This is an optimization exercise on Yosys and OpenROAD, whose aim is small area, not a production implementation.
The RTL was checked by simulation tests, not by an equivalence proof against the original design.

Design nn_top, start of the top module:
module nn_top (
	input  logic          clk,
	input  logic          rst_n,
	input  logic          in_valid_d,
	input  nn_pkg::data_t data_point,
	input  logic          in_valid_w1,
	input  nn_pkg::data_t weight1,
	input  logic          in_valid_w2,
	input  nn_pkg::data_t weight2,
	output logic          out_valid,
	output nn_pkg::data_t out
);
Size in the first run: about 2500 cells after synthesis, about 31000 um^2 of cells after synthesis.
export LEC_CHECK = 0
export CAP_MARGIN = 20
export CORE_MARGIN = 2
export CORE_UTILIZATION = 70
export PLACE_DENSITY = 0.85
export SLEW_MARGIN = 20
export SYNTH_HIERARCHICAL = 1
create_clock -name core_clock -period 8.0 [get_ports {clk}]
standard.sh (not shown) runs the stock make flow with config.mk's settings and CLKGATE_MAP_FILE= SYNTH_SCRIPT=/design/flow/synth_recipe.tcl, a recipe that flattens the netlist after the stock synthesis.
==> flow/flow/run.sh <==
#!/bin/bash
# Standard synthesis; then every combinational cell of the netlist is set to
# its smallest drive strength before the standard layout steps, whose timing
# and design repair size up what needs it.  Ports get the smallest buffer;
# the clock tree is built without dummy loads.
set -euo pipefail
bash standard.sh synth > synth_stage.log 2>&1
NET=orfs/results/sky130hd/nn_top/base/1_2_yosys.v
python3 flow/downsize.py $NET > downsize.log 2>&1
bash standard.sh REMOVE_ABC_BUFFERS=1 "BUFFER_PORTS_ARGS=-buffer_cell sky130_fd_sc_hd__buf_1" \
  "CTS_ARGS=-sink_clustering_enable -repair_clock_nets -sink_clustering_size 16 -sink_clustering_max_diameter 80 -buf_list sky130_fd_sc_hd__clkbuf_8 -dont_use_dummy_load" \
  finish > layout_stage.log 2>&1
==> flow/flow/downsize.py <==
#!/usr/bin/env python3
"""Swap each combinational cell of the synthesized netlist for the smallest
drive strength of the same cell (same function and pins).  Timing repair in
the later steps sizes up what needs it."""
import re, sys
LIB = "/OpenROAD-flow-scripts/flow/platforms/sky130hd/lib/sky130_fd_sc_hd__tt_025C_1v80.lib"
txt = open(LIB).read()
area = {}
for c in re.split(r'\n\s*cell\s*\(', txt)[1:]:
    n = re.match(r'\s*"?(\w+)"?', c).group(1)
    a = re.search(r'area\s*:\s*([\d.]+)', c)
    if a:
        area[n] = float(a.group(1))
SKIP = re.compile(r'__(df|edf|sdf|dl|clk|conb|tap|fill|decap|buf|inv|probe|lpflow|mux2i|ebuf|einv)')
def target(cell):
    if SKIP.search(cell):
        return cell
    m = re.match(r'(sky130_fd_sc_hd__\w+?)_(\d+)$', cell)
    if not m:
        return cell
    best = cell
    for d in ("0", "1"):
        cand = f"{m.group(1)}_{d}"
        if cand in area and area[cand] < area[best]:
            best = cand
    return best
path = sys.argv[1]
net = open(path).read()
swaps = {}
def sub(m):
    t = target(m.group(1))
    if t != m.group(1):
        swaps[(m.group(1), t)] = swaps.get((m.group(1), t), 0) + 1
    return m.group(0).replace(m.group(1), t, 1)
net = re.sub(r'^(\s*sky130_fd_sc_hd__\w+)(?=\s)', lambda m: sub2(m), net, flags=re.M) if False else \
      re.sub(r'(?m)^\s*(sky130_fd_sc_hd__\w+)\s', sub, net)
open(path, "w").write(net)
for (a, b), n in sorted(swaps.items()):
    print(f"{n:5d} {a} -> {b}")
The first run produced a clean layout.
Then changed:
--- a/flow/flow/run.sh
+++ b/flow/flow/run.sh
@@ -8,5 +8,5 @@
 NET=orfs/results/sky130hd/nn_top/base/1_2_yosys.v
 python3 flow/downsize.py $NET > downsize.log 2>&1
-bash standard.sh REMOVE_ABC_BUFFERS=1 "BUFFER_PORTS_ARGS=-buffer_cell sky130_fd_sc_hd__buf_1" \
+bash standard.sh "BUFFER_PORTS_ARGS=-buffer_cell sky130_fd_sc_hd__buf_1" \
   "CTS_ARGS=-sink_clustering_enable -repair_clock_nets -sink_clustering_size 16 -sink_clustering_max_diameter 80 -buf_list sky130_fd_sc_hd__clkbuf_8 -dont_use_dummy_load" \
   finish > layout_stage.log 2>&1
--- a/flow/config.mk
+++ b/flow/config.mk
@@ -8,6 +8,5 @@
 export CAP_MARGIN = 20
 export CORE_MARGIN = 2
-export CORE_UTILIZATION = 70
-export PLACE_DENSITY = 0.85
+export CORE_UTILIZATION = 60
 export SLEW_MARGIN = 20
 export SYNTH_HIERARCHICAL = 1
Result: First-iteration DRC count decreases by about 4.7%; global-route usage decreases by 3.6 points; via count decreases by 3.1%; synthesized cell count is unchanged; utilization decreases by 10 points; cell area increases by 0.53%; count of clock-buffer cells in the layout is unchanged; critical path depth increases by 2.
Then changed:
--- a/flow/flow/run.sh
+++ b/flow/flow/run.sh
@@ -8,5 +8,5 @@
 NET=orfs/results/sky130hd/nn_top/base/1_2_yosys.v
 python3 flow/downsize.py $NET > downsize.log 2>&1
-bash standard.sh "BUFFER_PORTS_ARGS=-buffer_cell sky130_fd_sc_hd__buf_1" \
-  "CTS_ARGS=-sink_clustering_enable -repair_clock_nets -sink_clustering_size 16 -sink_clustering_max_diameter 80 -buf_list sky130_fd_sc_hd__clkbuf_8 -dont_use_dummy_load" \
+bash standard.sh REMOVE_ABC_BUFFERS=1 "BUFFER_PORTS_ARGS=-buffer_cell sky130_fd_sc_hd__buf_1" \
+  "CTS_ARGS=-sink_clustering_enable -repair_clock_nets -sink_clustering_size 20 -sink_clustering_max_diameter 90 -buf_list sky130_fd_sc_hd__clkbuf_8 -dont_use_dummy_load" \
   finish > layout_stage.log 2>&1
--- a/flow/config.mk
+++ b/flow/config.mk
@@ -8,5 +8,5 @@
 export CAP_MARGIN = 20
 export CORE_MARGIN = 2
-export CORE_UTILIZATION = 60
+export CORE_UTILIZATION = 70
 export SLEW_MARGIN = 20
 export SYNTH_HIERARCHICAL = 1
Via count grows by 0.48%; cell count is lower by 3.2%; worst setup slack is better by 0.074 ns; routed wire length went down by about 8%.
Then changed:
--- a/flow/flow/run.sh
+++ b/flow/flow/run.sh
@@ -9,4 +9,4 @@
 python3 flow/downsize.py $NET > downsize.log 2>&1
 bash standard.sh REMOVE_ABC_BUFFERS=1 "BUFFER_PORTS_ARGS=-buffer_cell sky130_fd_sc_hd__buf_1" \
-  "CTS_ARGS=-sink_clustering_enable -repair_clock_nets -sink_clustering_size 20 -sink_clustering_max_diameter 90 -buf_list sky130_fd_sc_hd__clkbuf_8 -dont_use_dummy_load" \
+  "CTS_ARGS=-sink_clustering_enable -repair_clock_nets -sink_clustering_size 16 -sink_clustering_max_diameter 80 -buf_list sky130_fd_sc_hd__clkbuf_8 -dont_use_dummy_load" \
   finish > layout_stage.log 2>&1
--- a/flow/config.mk
+++ b/flow/config.mk
@@ -8,5 +8,5 @@
 export CAP_MARGIN = 20
 export CORE_MARGIN = 2
-export CORE_UTILIZATION = 70
+export CORE_UTILIZATION = 80
 export SLEW_MARGIN = 20
 export SYNTH_HIERARCHICAL = 1
The changed run passed the timing, design-rule and antenna checks.
Non-clock buffer count shrinks by 4.
Fmax went down by 3.4%.
Final area is about the same.
Worst hold slack is about the same.
Area after synthesis is unchanged.
Global-route usage is higher by 8.7 points.
Then changed:
--- a/flow/flow/run.sh
+++ b/flow/flow/run.sh
@@ -8,5 +8,5 @@
 NET=orfs/results/sky130hd/nn_top/base/1_2_yosys.v
 python3 flow/downsize.py $NET > downsize.log 2>&1
-bash standard.sh REMOVE_ABC_BUFFERS=1 "BUFFER_PORTS_ARGS=-buffer_cell sky130_fd_sc_hd__buf_1" \
-  "CTS_ARGS=-sink_clustering_enable -repair_clock_nets -sink_clustering_size 16 -sink_clustering_max_diameter 80 -buf_list sky130_fd_sc_hd__clkbuf_8 -dont_use_dummy_load" \
+bash standard.sh "BUFFER_PORTS_ARGS=-buffer_cell sky130_fd_sc_hd__buf_1" \
+  "CTS_ARGS=-sink_clustering_enable -repair_clock_nets -sink_clustering_size 12 -sink_clustering_max_diameter 60 -buf_list {sky130_fd_sc_hd__clkbuf_4 sky130_fd_sc_hd__clkbuf_8} -dont_use_dummy_load" \
   finish > layout_stage.log 2>&1
--- a/flow/config.mk
+++ b/flow/config.mk
@@ -8,5 +8,5 @@
 export CAP_MARGIN = 20
 export CORE_MARGIN = 2
-export CORE_UTILIZATION = 80
+export CORE_UTILIZATION = 60
 export SLEW_MARGIN = 20
 export SYNTH_HIERARCHICAL = 1
Maximum frequency goes up by 2.2%. Worst hold slack gains 0.066 ns. Synthesized area is unchanged.

[port drivers added, routing unchanged]
The results above use ideal ports. As a check the final layouts listed here were re-extracted and re-timed, cells and wires unchanged. Step 1: set_driving_cell puts a clkbuf_16 on clk and a buf_2 on each other input, an assumption about the parent block. Step 2 moves the port delays by t, midway between the first and last clock arrival at a register: inputs arrive t later, outputs are due t later. That takes back most of the time a late clock gives input paths. a / b / c = no drivers / after step 1 / after step 2; a / b = the first two.
run | shift t [ns] | setup WS [ns] | hold WS [ns]
the first run | 0.668 | 0.324 / 0.324 / 0.324 | 0.376 / 0.376 / 0.376
the second run | 0.681 | 0.528 / 0.528 / 0.426 | 0.362 / 0.362 / 0.362
the third run | 0.678 | 0.602 / 0.602 / 0.327 | 0.281 / 0.281 / 0.281
the fourth run | 0.675 | 0.339 / 0.339 / 0.256 | 0.281 / 0.281 / 0.281
the fifth run | 0.650 | 0.501 / 0.501 / 0.476 | 0.347 / 0.347 / 0.347
After both steps every run listed still meets setup and hold. The setup slack of the third run, which loses most, moves by 0.000 ns with the drivers and by -0.275 ns with both steps.
